From an optimization exercise on the open Yosys and OpenROAD flow, aimed at small area, a short achievable clock period and few clock cycles; shortcuts taken in it are not production practice.
Function was checked by simulation only, so behaviour that the tests miss may differ from the original.
Power and IR drop assume default switching activity.

File: flow/run.sh
#!/bin/bash
# The standard layout (standard.sh), with one change: the buffers that the flow puts on
# every input and output port are plain sky130_fd_sc_hd__buf_2 cells instead of the delay
# buffers buffer_ports picks by default. make's full output goes to flow_make.log here; each
# ORFS step also keeps its own log under orfs/logs/.
set -euo pipefail
export BUFFER_PORTS_ARGS="-buffer_cell sky130_fd_sc_hd__buf_2"
bash standard.sh > flow_make.log 2>&1
File: standard.sh
#!/bin/bash
# synth_recipe.tcl (not shown) runs the flow's synth.tcl, then flattens the netlist and writes it again
# the make line also repeats each setting of config.mk as NAME=value (left out here)
make -C /OpenROAD-flow-scripts/flow DESIGN_CONFIG=/design/flow/config.mk WORK_HOME=/design/flow/orfs CLKGATE_MAP_FILE= SYNTH_SCRIPT=/design/flow/synth_recipe.tcl "${@:-finish}"
File: config.mk
export PLATFORM = sky130hd
export DESIGN_NAME = multicycle_processor
export DESIGN_NICKNAME = multicycle_processor
export VERILOG_FILES = /design/flow/design.v
export SDC_FILE = /design/flow/constraint.sdc
export NUM_CORES = 4
export LEC_CHECK = 0
export ABC_AREA = 1
export CAP_MARGIN = 20
export CORE_MARGIN = 2
export CORE_UTILIZATION = 40
export SETUP_SLACK_MARGIN = 4
export SLEW_MARGIN = 20
File: constraint.sdc
create_clock -name core_clock -period 10.0 [get_ports {clk}]
set_input_delay 2.0000 -clock core_clock [delete_from_list [all_inputs] [get_ports {clk}]]
set_output_delay 2.0000 -clock core_clock [all_outputs]
set_load 0.01 [all_outputs]
File: design.v
module multicycle_processor (
  input  logic               clk,
  input  logic               reset,
  input  logic [31:0]        MemRD,
  output logic [31:0]        MemAdr,
  output logic [31:0]        MemWD,
  output logic               MemWE,
  output logic               InstrDone,
  input  logic [3:0]         DBtheReg,
  output logic [31:0]        DBtheRegVal
);
  localparam logic [1:0] ALU_ADD = 2'd0;
  localparam logic [1:0] ALU_SUB = 2'd1;
  localparam logic [1:0] ALU_AND = 2'd2;
  localparam logic [1:0] ALU_ORR = 2'd3;
  function automatic logic cond_pass(input logic [3:0] c, input logic [3:0] f);
    logic n, z, cf, v, r;
    n = f[3]; z = f[2]; cf = f[1]; v = f[0];
    case (c)
      4'h0: r = z;
      4'h1: r = !z;
      4'h2: r = cf;
      4'h3: r = !cf;
      4'h4: r = n;
      4'h5: r = !n;
      4'h6: r = v;
      4'h7: r = !v;
      4'h8: r = cf && !z;
      4'h9: r = !cf || z;
      4'hA: r = n == v;
      4'hB: r = n != v;
      4'hC: r = !z && (n == v);
      4'hD: r = z || (n != v);
      4'hE: r = 1'b1;
      default: r = 1'b0;
    endcase
    cond_pass = r;
  endfunction
  logic [31:0] pc_reg;     
  logic [31:0] ir;
  logic        iv;         
  logic        ipred;      
  logic        mv;         
  logic        mload;
  logic [3:0]  mrd;
  logic [31:0] dadr;
  logic [3:0]  nzcv;
  logic [31:0] rf_q [0:14];
  logic        rf_we;
  logic [3:0]  rf_wa;
  logic [31:0] rf_wd, rf_wdm;
  assign rf_wdm = reset ? 32'd0 : rf_wd;
  generate
    for (genvar gi = 0; gi < 15; gi++) begin : gen_rf
      logic [31:0] r_reg;
      always_ff @(posedge clk) begin
        if (reset || (rf_we && rf_wa == 4'(gi)))
          r_reg <= rf_wdm;
      end
      assign rf_q[gi] = r_reg;
    end
  endgenerate
  logic [3:0] cond, cmd, rn, rd, rm;
  logic [1:0] op;
  logic       ibit, sbit, ubit, lbit, link;
  assign cond = ir[31:28];
  assign op   = ir[27:26];
  assign ibit = ir[25];
  assign cmd  = ir[24:21];
  assign link = ir[24];
  assign ubit = ir[23];
  assign sbit = ir[20];
  assign lbit = ir[20];
  assign rn   = ir[19:16];
  assign rd   = ir[15:12];
  assign rm   = ir[3:0];
  logic is_dp, is_ls, is_b;
  assign is_dp = (op == 2'b00);
  assign is_ls = (op == 2'b01);
  assign is_b  = (op == 2'b10);
  logic       dp_ok;
  logic [1:0] dp_ctl;
  always_comb begin
    dp_ok  = 1'b1;
    dp_ctl = ALU_ADD;
    case (cmd)
      4'b0100: dp_ctl = ALU_ADD;
      4'b0010: dp_ctl = ALU_SUB;
      4'b0000: dp_ctl = ALU_AND;
      4'b1100: dp_ctl = ALU_ORR;
      default: dp_ok  = 1'b0;
    endcase
  end
  logic e_act, cond_e, e_dp, e_ls, e_bfail, e_bl, e_redirect, e_ls15;
  assign e_act      = iv && !mv;
  assign cond_e     = cond_pass(cond, nzcv);
  assign e_dp       = e_act && cond_e && is_dp && dp_ok;
  assign e_ls       = e_act && cond_e && is_ls;
  assign e_bfail    = e_act && is_b && ipred && !cond_e;
  assign e_bl       = e_act && is_b && ipred && cond_e && link;
  assign e_redirect = (e_dp && rd == 4'd15) || e_bfail;
  assign e_ls15     = e_ls && rd == 4'd15;
  logic [31:0] pc_plus4, r15_e;
  assign pc_plus4 = pc_reg + 32'd4;
  assign r15_e    = is_b ? pc_reg : pc_plus4;
  logic [3:0]  ra2;
  logic [31:0] rd1, rd2;
  assign ra2 = mv ? mrd : rm;
  assign rd1 = (is_b || rn == 4'd15) ? r15_e : rf_q[rn];
  assign rd2 = (ra2 == 4'd15) ? pc_plus4 : rf_q[ra2];
  assign DBtheRegVal = (DBtheReg == 4'd15) ? pc_reg : rf_q[DBtheReg];
  logic [5:0]  rot;
  logic [31:0] imm8, rot_imm, imm12, br_back;
  assign rot     = {1'b0, ir[11:8], 1'b0};
  assign imm8    = {24'd0, ir[7:0]};
  assign rot_imm = (imm8 >> rot) | (imm8 << (6'd32 - rot));
  assign imm12   = {20'd0, ir[11:0]};
  assign br_back = {~{{6{ir[23]}}, ir[23:0]}, 2'b00};
  logic [31:0] alu_a, alu_b, alu_bx, alu_y;
  logic [1:0]  alu_ctl;
  logic [32:0] alu_sum;
  logic        alu_arith, alu_sub;
  logic [3:0]  alu_flags;
  always_comb begin
    alu_a = rd1;
    if (is_dp)      alu_b = ibit ? rot_imm : rd2;
    else if (is_ls) alu_b = imm12;
    else            alu_b = br_back;
    if (is_dp)      alu_ctl = dp_ctl;
    else if (is_ls) alu_ctl = ubit ? ALU_ADD : ALU_SUB;
    else            alu_ctl = ALU_ADD;
    alu_sub   = (alu_ctl == ALU_SUB);
    alu_arith = (alu_ctl == ALU_ADD) || alu_sub;
    alu_bx    = alu_sub ? ~alu_b : alu_b;
    alu_sum   = {1'b0, alu_a} + {1'b0, alu_bx} + {32'd0, alu_sub};
    case (alu_ctl)
      ALU_AND: alu_y = alu_a & alu_b;
      ALU_ORR: alu_y = alu_a | alu_b;
      default: alu_y = alu_sum[31:0];
    endcase
    alu_flags = {alu_y[31], (alu_y == 32'd0), alu_arith & alu_sum[32],
                 alu_arith & ~(alu_a[31] ^ alu_bx[31]) & (alu_a[31] ^ alu_sum[31])};
  end
  logic [3:0]  f_cond;
  logic        f_isb, f_flags_busy, f_take;
  logic [31:0] f_target;
  assign f_cond       = MemRD[31:28];
  assign f_isb        = (MemRD[27:26] == 2'b10);
  assign f_flags_busy = iv && is_dp && sbit;
  assign f_take       = f_isb &&
                        (f_flags_busy ? (f_cond != 4'hF) : cond_pass(f_cond, nzcv));
  assign f_target     = pc_reg + 32'd8 + {{6{MemRD[23]}}, MemRD[23:0], 2'b00};
  always_comb begin
    rf_we = 1'b0;
    rf_wa = rd;
    rf_wd = alu_y;
    if (mv) begin
      rf_we = mload && mrd != 4'd15;
      rf_wa = mrd;
      rf_wd = MemRD;
    end else if (e_dp) begin
      rf_we = (rd != 4'd15);
    end else if (e_bl) begin
      rf_we = 1'b1;
      rf_wa = 4'd14;
    end
  end
  always_ff @(posedge clk) begin
    dadr  <= alu_y;
    mrd   <= rd;
    mload <= lbit;
    if (reset) begin
      pc_reg <= 32'd0;
      iv     <= 1'b0;
      ipred  <= 1'b0;
      mv     <= 1'b0;
      nzcv   <= 4'd0;
    end else if (mv) begin
      mv <= 1'b0;
      if (mload && mrd == 4'd15) pc_reg <= MemRD;
    end else begin
      mv <= e_ls;
      if (e_dp && sbit) nzcv <= alu_flags;
      if (e_redirect) begin
        iv     <= 1'b0;
        pc_reg <= alu_y;
      end else if (e_ls15) begin
        iv     <= 1'b0;
      end else begin
        iv     <= 1'b1;
        ir     <= MemRD;
        ipred  <= f_take;
        pc_reg <= f_take ? f_target : pc_plus4;
      end
    end
  end
  assign MemAdr    = mv ? dadr : pc_reg;
  assign MemWD     = rd2;
  assign MemWE     = mv && !mload && !reset;
  assign InstrDone = !reset && (mv || (e_act && !e_ls));
endmodule
==> flow_summary_export.csv, run 1 <==
group,metric,value,unit
status,status,"timing/DRC/antenna clean",
grt,gr-usage-met2,56.8,%
die,fp.coreArea,93200,sq um
grt,use_met1,55.5,%
worst_setup_path,cp_slowest_cell,"nand4_1",
clocking,cts.sinks,588,
clocking,clock_latency,0.66,ns
yosys,synth.avg_cell_area,8.03,sq um
die,die_x,310,microns
yosys,ys_seq_area_share,45.1,%
cells_and_area,area_growth,22.8,%
clocking,cts_made_buffers,69,
cells_and_area,layout-drive-gt1-share,17.0,%
drt,routed_via_density,6.72,
sta,finalCritPeriodShare,62.6,%
drt,drc,0,
drt,drtPass1Iterations,9,
clocking,cts_tree,"done",
clocking,cts_buffer_depth,3,
yosys,synth_top_flop_cell,"edfxtp_1",
yosys,synth_edf_count,512,
die,dieArea,96200,sq um
cells_and_area,finalInstanceArea,46100,sq um
worst_setup_path,cp_max_fo,13,
grt,antenna_found_initial,12,
clocking,path_clk_slew,0.06,ns
worst_setup_path,cp_num_buf_inv,7,
grt,grt_max_degree,88,
worst_hold_path,whs_path_depth,0,
yosys,ys_seq_elements,588,
sta,timing.fmax,0.160,GHz
yosys,syn_area,37500,sq um
worst_setup_path,crit_type,"input pin to output pin",
clocking,htreeDepth,3,
worst_setup_path,crit_path_max_incr_delay,0.44,ns
clocking,cts_root_buffer,"clkbuf_16",
sta,drv_slew,0,
sta,rsz0062_at_grt,"yes",
yosys,synth_cells,4671,
worst_setup_path,required,8.00,ns
worst_setup_path,cp_top_family,"buffers and inverters",
placed_design,gp_congestion,1.06,
power,p_per_area,209,nW/um^2
power,p_leak,19.0,nW
die,io_pins,136,
yosys,syn_nets,4801,
grt,grt_pass1_vias,37100,
yosys,yosys_warnings,2,
flow_run,cap_viol_max_count,0,
worst_hold_path,hp-class,"flip-flop to flip-flop",
grt,top_usage_layer,"met2",
drt,vias,42400,
sta,slew-limit-headroom,25.4,%
yosys,netlist.top_cell.by_area,"edfxtp_1",
cells_and_area,largest_register_ffs,480,
drt,wl,215,mm
die,die_h,310,microns
grt,gr-total-overflow,0,
sta,tightest_slew,1.11,ns
worst_setup_path,arrival,4.26,ns
yosys,synth.area.top_cells,"edfxtp_1, nand2_1, inv_1",
drt,final_antenna_net_count,0,
cells_and_area,final_cell_mix,"nand2_1, inv_1, edfxtp_1",
yosys,ys_async_sr_fraction,0,%
cells_and_area,fin_nets,5114,
placed_design,dp_slack,1.94,ns
worst_setup_path,r2r_start,"ir[17]",
grt,grtUsageMet3,19.1,%
yosys,synth_top_area_share,41.0,%
sta,tns,0,ns
worst_setup_path,path_depth,14,
placed_design,post-dp-hpwl,139,mm
placed_design,post_dp_cell_area,40100,sq um
sta,finalHoldViolations,0,
power,finalPower,0.00962,W
drt,wl_per_cell,34.1,microns
worst_setup_path,r2r_setup_slack,4.02,ns
worst_setup_path,reg2regPathDepth,31,
drt,dr.first_iter.drc_count,8252,
worst_setup_path,crit_chain,"buf_12, inv_8, buf_4, nor2_2, inv_2, nor2_4, buf_4, inv_12, o22ai_1, a221oi_1, nand4_1, o211ai_1, o21ai_2, buf_2",
sta,setup_slack,3.74,ns
power,ir_drop,0.146,mV
sta,fin_skew,0.0411,ns
worst_setup_path,crit_top_cell,"buf_4",
yosys,ys_types,65,
sta,setup_violations,0,
sta,min_period,6.26,ns
worst_setup_path,startpoint,"DBtheReg[3]",
worst_setup_path,worstReg2RegEnd,"gen_rf[0].r_reg[28]",
cells_and_area,layout_commonest_cell,"nand2_1",
grt,grt_use_total,42.5,%
grt,grt_pass1_wl,284,mm
clocking,hold_buffers,0,
worst_setup_path,critPathCaptureType,"output pin",
placed_design,port_buffers,135,
die,rows,112,
worst_setup_path,crit_end,"DBtheRegVal[24]",
worst_setup_path,startpoint_type,"input pin",
die,initial_core_util,40.2,%
-- per-stage QoR --
step / util [%] / std cells / hold WS (ns)
finish: 49.4 / 6306 / 0.371
global route: 49.4 / 6292 / 0.390
CTS: 47.0 / 6170 / 0.369
detailed placement: 43.0 / 5984 / 0.355
global placement: 43.0 / 5984 / 0.354
floorplan: - / 4671 / 0.348
-- power breakdown --
group          switching, W  internal [W]
logic               0.00237      0.000869
registers          0.000344       0.00341
clock network       0.00112       0.00151
-- synthesized netlist by cell type, types with 12 or more instances --
master / count
o21ai_1: 13
nand2_2: 29
buf_2: 32
a21oi_1: 187
or2_2: 12
a2111oi_0: 19
clkinv_1: 13
a221oi_1: 94
nor3_1: 73
o21ai_0: 390
dfxtp_1: 76
o21a_1: 12
o211ai_1: 36
ha_1: 90
edfxtp_1: 512
o22ai_1: 320
clkbuf_1: 152
a211oi_1: 13
nor2_1: 273
xnor2_1: 13
inv_1: 610
o221ai_1: 15
o2111ai_1: 34
nand4_1: 88
nand3_1: 191
nand2_1: 1104
a31oi_1: 20
xor2_1: 68
nor4_1: 35
-- cells by family after synthesis --
kind of cell / count (synthesis) / synth area share, %
AND/OR/NAND/NOR: 1857 / 21.3
AO/OA/AOI/OAI: 1218 / 20.0
buffers and inverters: 835 / 8.59
flip-flops: 588 / 45.1
adder cells (fa/ha/maj): 92 / 3.11
XOR/XNOR: 81 / 1.89
-- worst reg2reg max path: cells and delay by family (launching register included) --
family          cells  cell delay [ns]
flops               1             0.50
compound gates      5             1.07
simple gates       18             2.54
buf+inv             7             1.39
fa+ha+maj           1             0.33
-- final cells by class --
cell class	count	area, sq um
Antenna cell	14	35.0
Clock buffer	87	1830
Clock inverter	38	449
Fill cell	8971	47100
Inverter	632	2540
Multi-Input combinational cell	3251	18800
Sequential cell	588	16900
Tap cell	1254	1570
Timing Repair Buffer	441	3950
Timing Repair inverter	1	11.3
-- routing by layer --
layer	vias to the layer above	wire length [microns]
met4	20	17000
met2	4321	81400
met3	1132	38100
met5	-	194
li1	17200	-
met1	19700	78300
-- worst min-delay path by stage --
stage	startpoint	endpoint	slack, ns
floorplan	ir[13]	mrd[1]	0.35
global placement	ir[14]	mrd[2]	0.35
detailed placement	ir[13]	mrd[1]	0.36
CTS	ir[13]	mrd[1]	0.37
global route	ir[14]	mrd[2]	0.39
finish	ir[13]	mrd[1]	0.37
-- repair_timing --
item | CTS | global route
gates cloned | 7 | 11
gates resized for setup | 215 | 263
pin swaps | 25 | 63
buffers inserted | 54 | 111
endpoints found under the hold margin | 0 | 0
setup endpoints to repair | 519 | 389
Testbench counts, summed over its fixed seeds: cycles 19,026.
==> run 2: changes to the inputs <==
--- a/config.mk
+++ b/config.mk
@@ -10,4 +10,7 @@
 export CORE_MARGIN = 2
 export CORE_UTILIZATION = 40
+export CTS_BUF_LIST = sky130_fd_sc_hd__clkbuf_16
+export CTS_CLUSTER_DIAMETER = 80
+export CTS_CLUSTER_SIZE = 25
 export SETUP_SLACK_MARGIN = 4
 export SLEW_MARGIN = 20
==> run 2 against run 1 <==
Compared with the run above: flip-flop and latch count did not move; combinational power barely moved; still clean; clock-buffer cell count fell by 46; first-iteration DRC count rose by 2.7%; clock skew rose by 0.0052 ns; synthesized area did not move; sequential share of layout area rose by 0.66 points.
==> flow_summary_export.csv, run 2 <==
group,metric,value,unit
status,status,"timing/DRC/antenna clean",
cells_and_area,largest_register_ffs,480,
worst_setup_path,cp_top_family,"simple AND/OR/NAND/NOR gates",
die,rows,112,
flow_run,cap_viol_max_count,0,
placed_design,post-dp-hpwl,139,mm
yosys,netlist.top_cell.by_area,"edfxtp_1",
drt,routed_via_density,6.77,
drt,wl_met1,77.3,mm
worst_hold_path,hp-class,"flip-flop to flip-flop",
sta,setup_violations,0,
drt,vias,42300,
power,ir_drop,0.180,mV
cells_and_area,finalInstanceArea,45200,sq um
yosys,syn_area,37500,sq um
power,p_sw,0.00382,W
cells_and_area,fin_nets,5075,
die,io_pins,136,
sta,finalCritPeriodShare,62.1,%
clocking,cts.sinks,588,
placed_design,port_buffers,135,
yosys,ys_async_sr_fraction,0,%
worst_setup_path,cp_slowest_cell,"nand2_4",
grt,grt_pass1_wl,284,mm
power,swShare,42.5,%
power,p_clk_share,22.3,%
yosys,synth_cells,4671,
worst_setup_path,cp_max_fo,12,
die,dieArea,96200,sq um
yosys,synth.avg_cell_area,8.03,sq um
yosys,synth_top_flop_cell,"edfxtp_1",
clocking,cts_made_buffers,41,
grt,grt_max_degree,88,
yosys,synth_edf_count,512,
placed_design,post_dp_cell_area,40100,sq um
sta,timing.fmax,0.161,GHz
worst_setup_path,crit_path_max_incr_delay,0.35,ns
die,die_x,310,microns
sta,tightest_slew,1.19,ns
drt,drtPass1Iterations,9,
clocking,path_clk_slew,0.08,ns
drt,wl,215,mm
worst_setup_path,required,8.00,ns
die,fp.coreArea,93200,sq um
cells_and_area,final_core_util,48.5,%
drt,drc,0,
grt,grt_pass1_vias,37000,
yosys,yosys_warnings,2,
cells_and_area,final_cell_mix,"nand2_1, inv_1, edfxtp_1",
worst_setup_path,crit_chain,"buf_4, inv_4, nor2_4, buf_4, nand2_4, o22ai_1, nor3_2, nand4_1, o211ai_1, o21ai_2, buf_2",
sta,tns,0,ns
clocking,cts_tree,"done",
yosys,synth_common_cells,"nand2_1, inv_1, edfxtp_1",
worst_setup_path,startpoint_type,"input pin",
drt,wl_met2,81.0,mm
sta,drv_slew,0,
grt,gr-total-overflow,0,
worst_setup_path,crit_type,"input pin to output pin",
drt,top_layer_used,"met5",
power,pwr-share-seq,41.6,%
clocking,cts_buffer_depth,3,
placed_design,dp_slack,1.94,ns
sta,finalHoldViolations,0,
drt,dr.first_iter.drc_count,8473,
sta,min_period,6.21,ns
power,p_int,0.00517,W
cells_and_area,layout-drive-gt1-share,16.7,%
grt,grt_use_total,42.4,%
clocking,htreeDepth,2,
worst_setup_path,cp_num_buf_inv,4,
power,p_per_area,199,nW/um^2
grt,antenna_found_initial,16,
yosys,synth.area.top_cells,"edfxtp_1, nand2_1, inv_1",
worst_setup_path,crit_top_cell,"buf_4",
power,pwr-share-comb,36.1,%
cells_and_area,area_growth,20.6,%
yosys,ys_types,65,
die,die_h,310,microns
cells_and_area,layout_commonest_cell,"nand2_1",
clocking,cts_root_buffer,"clkbuf_16",
yosys,ys_seq_elements,588,
sta,fin_skew,0.0464,ns
yosys,post-synth-top-count-cell,"nand2_1",
placed_design,gp_congestion,1.06,
sta,setup_slack,3.79,ns
clocking,hold_buffers,0,
drt,route.met3.wl,38.9,mm
sta,rsz0062_at_grt,"yes",
worst_setup_path,critPathCaptureType,"output pin",
power,p_leak,18.6,nW
yosys,ys_seq_area_share,45.1,%
cells_and_area,fillers,9017,
yosys,synth_top_area_share,41.0,%
die,initial_core_util,40.2,%
drt,wl_per_cell,34.4,microns
worst_setup_path,arrival,4.21,ns
drt,final_antenna_net_count,0,
yosys,syn_nets,4801,
clocking,clock_latency,0.68,ns
sta,slew-limit-headroom,20.4,%
==> run 2: cell counts after synthesis <==
Identical to the previous run, type by type.
==> run 2: layout make-up <==
| cell class | count | area [sq um] | share of cell area (%) |
|---|---|---|---|
| Timing Repair Buffer | 430 | 3760 | 8.32 |
| Multi-Input combinational cell | 3251 | 18900 | 41.8 |
| Antenna cell | 14 | 35.0 | 0.0774 |
| Inverter | 632 | 2530 | 5.59 |
| Tap cell | 1254 | 1570 | 3.47 |
| Sequential cell | 588 | 16900 | 37.4 |
| Timing Repair inverter | 1 | 11.3 | 0.0249 |
| Clock buffer | 41 | 1030 | 2.27 |
| Clock inverter | 31 | 508 | 1.12 |
==> run 2: metal layers <==
metal,track usage (%),vias up
li1,-,17100
met1,55.7,19800
met2,57.3,4252
met3,18.0,1156
met4,25.3,15
met5,0,-
==> run 2: worst register-to-register path, delay by kind of cell, from the launching register on <==
kind                     cells  cell delay (ns)
adder cells (fa/ha/maj)      1             0.37
AND/OR/NAND/NOR             12             1.78
AO/OA/AOI/OAI                6             1.65
flip-flops                   1             0.50
buffers and inverters        7             1.62
==> run 2: final timing paths <==
path	depth (start not counted)	to	from	slack, ns
max	11	DBtheRegVal[10]	DBtheReg[1]	3.79
min	0	mrd[1]	ir[13]	0.38
max reg2reg	26	gen_rf[13].r_reg[28]	ir[17]	3.95
min reg2reg	0	mrd[1]	ir[13]	0.38
==> run 2: kinds of logic after synthesis <==
| kind of cell | share of synthesized area (%) |
|---|---|
| flops | 45.1 |
| buf+inv | 8.59 |
| fa+ha+maj | 3.11 |
| xor+xnor | 1.89 |
| simple gates | 21.3 |
| compound gates | 20.0 |
==> run 2: repair_timing <==
action                                  in CTS  in global routing
setup buffers                               66                 90
pin swaps                                   36                 81
endpoints found under the setup margin     535                315
gates cloned                                 6                 10
gates resized for setup                    229                267
==> run 2: metrics by stage <==
| stage | total power [W] | hold slack [ns] | cells |
|---|---|---|---|
| after floorplan | 0.00521 | 0.348 | 4671 |
| after CTS | 0.00861 | 0.373 | 6128 |
| after detailed placement | 0.00656 | 0.355 | 5984 |
| after global placement | 0.00656 | 0.354 | 5984 |
| final | 0.00899 | 0.378 | 6242 |
| after global routing | 0.00921 | 0.395 | 6228 |
==> run 2: power groups by stage <==
stage               logic (W)  registers (W)  clock network [W]
finish                0.00325        0.00374            0.00201
global route          0.00336        0.00378            0.00207
CTS                   0.00290        0.00371            0.00199
detailed placement    0.00280        0.00376                  0
global placement      0.00280        0.00376                  0
floorplan             0.00156        0.00364                  0
==> run 3: changes to the inputs <==
--- a/design.v
+++ b/design.v
@@ -92,12 +92,11 @@
     endcase
   end
-  logic e_act, cond_e, e_dp, e_ls, e_bfail, e_bl, e_redirect, e_ls15;
+  logic e_act, cond_e, e_dp, e_ls, e_bl, e_redirect, e_ls15;
   assign e_act      = iv && !mv;
   assign cond_e     = cond_pass(cond, nzcv);
   assign e_dp       = e_act && cond_e && is_dp && dp_ok;
   assign e_ls       = e_act && cond_e && is_ls;
-  assign e_bfail    = e_act && is_b && ipred && !cond_e;
-  assign e_bl       = e_act && is_b && ipred && cond_e && link;
-  assign e_redirect = (e_dp && rd == 4'd15) || e_bfail;
+  assign e_bl       = e_act && is_b && ipred && link;
+  assign e_redirect = e_dp && rd == 4'd15;
   assign e_ls15     = e_ls && rd == 4'd15;
   logic [31:0] pc_plus4, r15_e;
@@ -143,11 +142,11 @@
   end
   logic [3:0]  f_cond;
-  logic        f_isb, f_flags_busy, f_take;
+  logic        f_isb, f_take;
+  logic [3:0]  nzcv_next;
   logic [31:0] f_target;
+  assign nzcv_next    = (e_dp && sbit) ? alu_flags : nzcv;
   assign f_cond       = MemRD[31:28];
   assign f_isb        = (MemRD[27:26] == 2'b10);
-  assign f_flags_busy = iv && is_dp && sbit;
-  assign f_take       = f_isb &&
-                        (f_flags_busy ? (f_cond != 4'hF) : cond_pass(f_cond, nzcv));
+  assign f_take       = f_isb && cond_pass(f_cond, nzcv_next);
   assign f_target     = pc_reg + 32'd8 + {{6{MemRD[23]}}, MemRD[23:0], 2'b00};
   always_comb begin
@@ -181,5 +180,5 @@
     end else begin
       mv <= e_ls;
-      if (e_dp && sbit) nzcv <= alu_flags;
+      nzcv <= nzcv_next;
       if (e_redirect) begin
         iv     <= 1'b0;
==> run.sh (new file) <==
#!/bin/bash
# synth_recipe.tcl (not shown) runs the flow's synth.tcl, then flattens the netlist and writes it again
# the make line also repeats each setting of config.mk as NAME=value (left out here)
make -C /OpenROAD-flow-scripts/flow DESIGN_CONFIG=/design/flow/config.mk WORK_HOME=/design/flow/orfs CLKGATE_MAP_FILE= SYNTH_SCRIPT=/design/flow/synth_recipe.tcl finish
--- a/config.mk
+++ b/config.mk
@@ -6,11 +6,7 @@
 export NUM_CORES = 4
 export LEC_CHECK = 0
-export ABC_AREA = 1
 export CAP_MARGIN = 20
 export CORE_MARGIN = 2
 export CORE_UTILIZATION = 40
-export CTS_BUF_LIST = sky130_fd_sc_hd__clkbuf_16
-export CTS_CLUSTER_DIAMETER = 80
-export CTS_CLUSTER_SIZE = 25
 export SETUP_SLACK_MARGIN = 4
 export SLEW_MARGIN = 20
removed: flow/run.sh
removed: standard.sh
==> run 3 against run 2 <==
Compared with the run above: sequential power is 8.3% higher; via count grew 3.9%; critical path depth rose by 17; clock power up 35%; fmax fell by 23%; first-iteration DRC count up 12%; power up 18%; die area grew 2.8%; clock skew fell by 0.012 ns; cell area increased by 11%; critical endpoint is now pc_reg[13].
==> flow_summary_export.csv, run 3 <==
group,metric,value,unit
cells_and_area,final_core_util,52.7,%
worst_setup_path,startpoint,"ir[18]",
yosys,ys_seq_elements,588,
yosys,synth_common_cells,"edfxtp_1, a22oi_1, nand2_1",
drt,routed_via_density,7.66,
drt,wl,259,mm
clocking,cts_made_buffers,71,
placed_design,port_buffers,135,
drt,wl_met1,89.5,mm
yosys,post-synth-top-count-cell,"edfxtp_1",
die,die_x,314,microns
yosys,synth_fa_ha_area_share,3.31,%
drt,final_antenna_net_count,0,
clocking,path_clk_slew,0.06,ns
drt,dr.first_iter.drc_count,9464,
sta,setup_violations,0,
grt,grt_pass1_wl,344,mm
power,p_leak,18.3,nW
clocking,cts_buffer_depth,3,
worst_setup_path,critPathCaptureType,"flip-flop",
worst_hold_path,hp-class,"flip-flop to flip-flop",
sta,finalHoldViolations,0,
grt,grt_use_total,50.6,%
worst_setup_path,crit_path_max_incr_delay,0.70,ns
worst_setup_path,startpoint_type,"flip-flop",
yosys,synth_compound_area_share,28.0,%
drt,wl_per_cell,45.2,microns
yosys,synth.area.top_cells,"edfxtp_1, a22oi_1, dfxtp_1",
worst_setup_path,crit_top_cell,"o21ai_2",
cells_and_area,finalInstanceArea,50200,sq um
yosys,syn_area,38600,sq um
worst_setup_path,crit_end,"pc_reg[13]",
drt,drc,0,
clocking,cts_root_buffer,"clkbuf_16",
cells_and_area,area_growth,30.3,%
worst_setup_path,arrival,8.63,ns
clocking,htreeDepth,3,
drt,top_layer_used,"met5",
yosys,ys_seq_area_share,43.8,%
die,dieArea,98900,sq um
sta,finalCritPeriodShare,80.7,%
yosys,ys_async_sr_fraction,0,%
yosys,yosys.area_share.simple,15.0,%
worst_setup_path,worstReg2RegEnd,"pc_reg[13]",
yosys,synth_edf_count,512,
drt,drtPass1Iterations,14,
yosys,synthXorXnorAreaFrac,2.48,%
flow_run,cap_viol_max_count,0,
worst_setup_path,r2r_start,"ir[18]",
status,status,"timing/DRC/antenna clean",
power,p_per_area,211,nW/um^2
worst_setup_path,required,10.55,ns
grt,grt_max_degree,76,
clocking,hold_buffers,0,
worst_setup_path,reg2regPathDepth,28,
drt,wl_met2,99.1,mm
clocking,cts_tree,"done",
worst_setup_path,cp_slowest_cell,"and2_1",
yosys,synth_cells,3998,
placed_design,post-dp-hpwl,174,mm
yosys,syn_nets,4128,
grt,gr-total-overflow,0,
sta,min_period,8.07,ns
cells_and_area,fillers,8670,
die,rows,113,
placed_design,post_dp_cell_area,42800,sq um
sta,rsz0062_at_grt,"yes",
yosys,synth_top_flop_cell,"edfxtp_1",
sta,tightest_slew,1.26,ns
yosys,ys_types,108,
yosys,yosys_warnings,2,
sta,slew-limit-headroom,15.2,%
sta,tns,0,ns
sta,drv_slew,0,
cells_and_area,final_cell_mix,"edfxtp_1, buf_4, a22oi_1",
die,initial_core_util,40.5,%
worst_setup_path,cp_max_fo,42,
yosys,synth_top_area_share,39.9,%
die,fp.coreArea,95300,sq um
cells_and_area,layout_commonest_cell,"edfxtp_1",
cells_and_area,layout-drive-gt1-share,25.3,%
die,die_h,314,microns
placed_design,gp_congestion,1.08,
worst_setup_path,r2r_setup_slack,1.93,ns
clocking,cts.sinks,588,
yosys,synth_top_family_by_area,"compound AO/OA/AOI/OAI gates",
clocking,clock_latency,0.69,ns
sta,fin_skew,0.0347,ns
worst_setup_path,crit_type,"flip-flop to flip-flop",
drt,vias,43900,
sta,timing.fmax,0.124,GHz
yosys,synth_mux_area_share,3.07,%
grt,antenna_found_initial,27,
cells_and_area,largest_register_ffs,480,
power,ir_drop,0.180,mV
yosys,synth.avg_cell_area,9.64,sq um
die,io_pins,136,
drt,route.met3.wl,43.5,mm
grt,grt_pass1_vias,40200,
yosys,netlist.top_cell.by_area,"edfxtp_1",
cells_and_area,fin_nets,4533,
==> run 3: power by group <==
part	switching, W	internal (W)
combinational	0.00247	0.00137
clock	0.00118	0.00154
sequential	0.000623	0.00343
==> run 3: repair_timing <==
action	4_1_cts	5_1_grt
gates cloned	13	5
pin swaps	132	103
gates resized for setup	516	178
endpoints found under the setup margin	524	346
buffers inserted	194	41
==> run 3: layer usage <==
layer | up-vias | GRT usage [%]
met3 | 1392 | 26.5
li1 | 16800 | -
met2 | 4524 | 68.6
met4 | 32 | 36.3
met5 | - | 1.45
met1 | 21200 | 60.9
==> run 3: cell families (layout without fill, tap and decap cells) <==
logic type	after synthesis	in the layout
adders and majority gates	103	103
muxes	110	110
xor gates and xnor gates	109	109
and+or+nand+nor	1156	1158
buffers and inverters	421	879
other	0	15
AOI/OAI and AO/OA	1511	1511
DFF	588	588
==> run 3: worst max-delay path: cells and delay by family (launching register included) <==
| kind | cells | cell delay, ns |
|---|---|---|
| buffers and inverters | 4 | 0.85 |
| adders and majority gates | 1 | 0.35 |
| AOI/OAI and AO/OA | 15 | 3.07 |
| muxes | 2 | 0.51 |
| and+or+nand+nor | 6 | 2.57 |
| DFF | 1 | 0.56 |
==> run 3: worst min-delay path by stage <==
stage	start	to	slack, ns	cells after the start
final	ipred	ipred	0.51	2
after global routing	ir[20]	mload	0.54	1
after CTS	ipred	ipred	0.50	2
after detailed placement	ipred	ipred	0.49	2
after floorplan	ir[14]	mrd[2]	0.39	0
after global placement	ipred	ipred	0.49	2
==> run 3: layout make-up <==
class	count	area, sq um	area share, %
Timing Repair Buffer	655	6450	12.8
Inverter	96	370	0.737
Sequential cell	588	16900	33.7
Clock buffer	88	1910	3.81
Tap cell	1265	1580	3.15
Multi-Input combinational cell	2991	22500	44.7
Clock inverter	40	485	0.967
Antenna cell	15	37.5	0.0747
==> run 3: through the flow <==
step / power (W) / instances / setup slack [ns] / hold slack (ns)
final: 0.0106 / 5738 / 1.93 / 0.505
after global routing: 0.0108 / 5731 / 1.79 / 0.541
after CTS: 0.0101 / 5677 / 2.28 / 0.505
after detailed placement: 0.00705 / 5342 / 1.03 / 0.490
after global placement: 0.00710 / 5342 / 1.13 / 0.494
after floorplan: 0.00531 / 3998 / 2.91 / 0.394
Testbench counts of run 3, summed over its fixed seeds: cycles 18,694.

==> static timing again, ports no longer ideal <==
The results above use ideal ports. As a check the final layouts listed here were re-extracted and re-timed, cells and wires unchanged.
Step 1 assumes that a clkbuf_16 drives the clock port and a buf_2 every other input.
Step 2 adds t to the input delays and takes it off the output delays; t is the mean of the earliest and latest rising clock arrival at the registers after step 1. Input paths then give back, and output paths get back, about the clock's delay inside the block.
Three values: ideal ports, drivers, drivers and shift; two values: the first two.
run	t (ns)	setup WS [ns]	hold WS [ns]	worst setup path after step 2	slew at the worst register clock pin (ns)
run 1	0.720	3.738 / 3.689 / 3.689	0.371 / 0.371 / 0.371	input to output	0.07 / 0.07
run 2	0.723	3.792 / 3.755 / 3.755	0.378 / 0.378 / 0.378	input to output	0.11 / 0.11
run 3	0.748	1.925 / 1.925 / 1.925	0.505 / 0.505 / 0.505	register to register	0.07 / 0.07
After both steps every run listed still meets setup and hold. The setup slack of run 1, which loses most, moves by -0.049 ns with the drivers and by -0.049 ns with both steps.
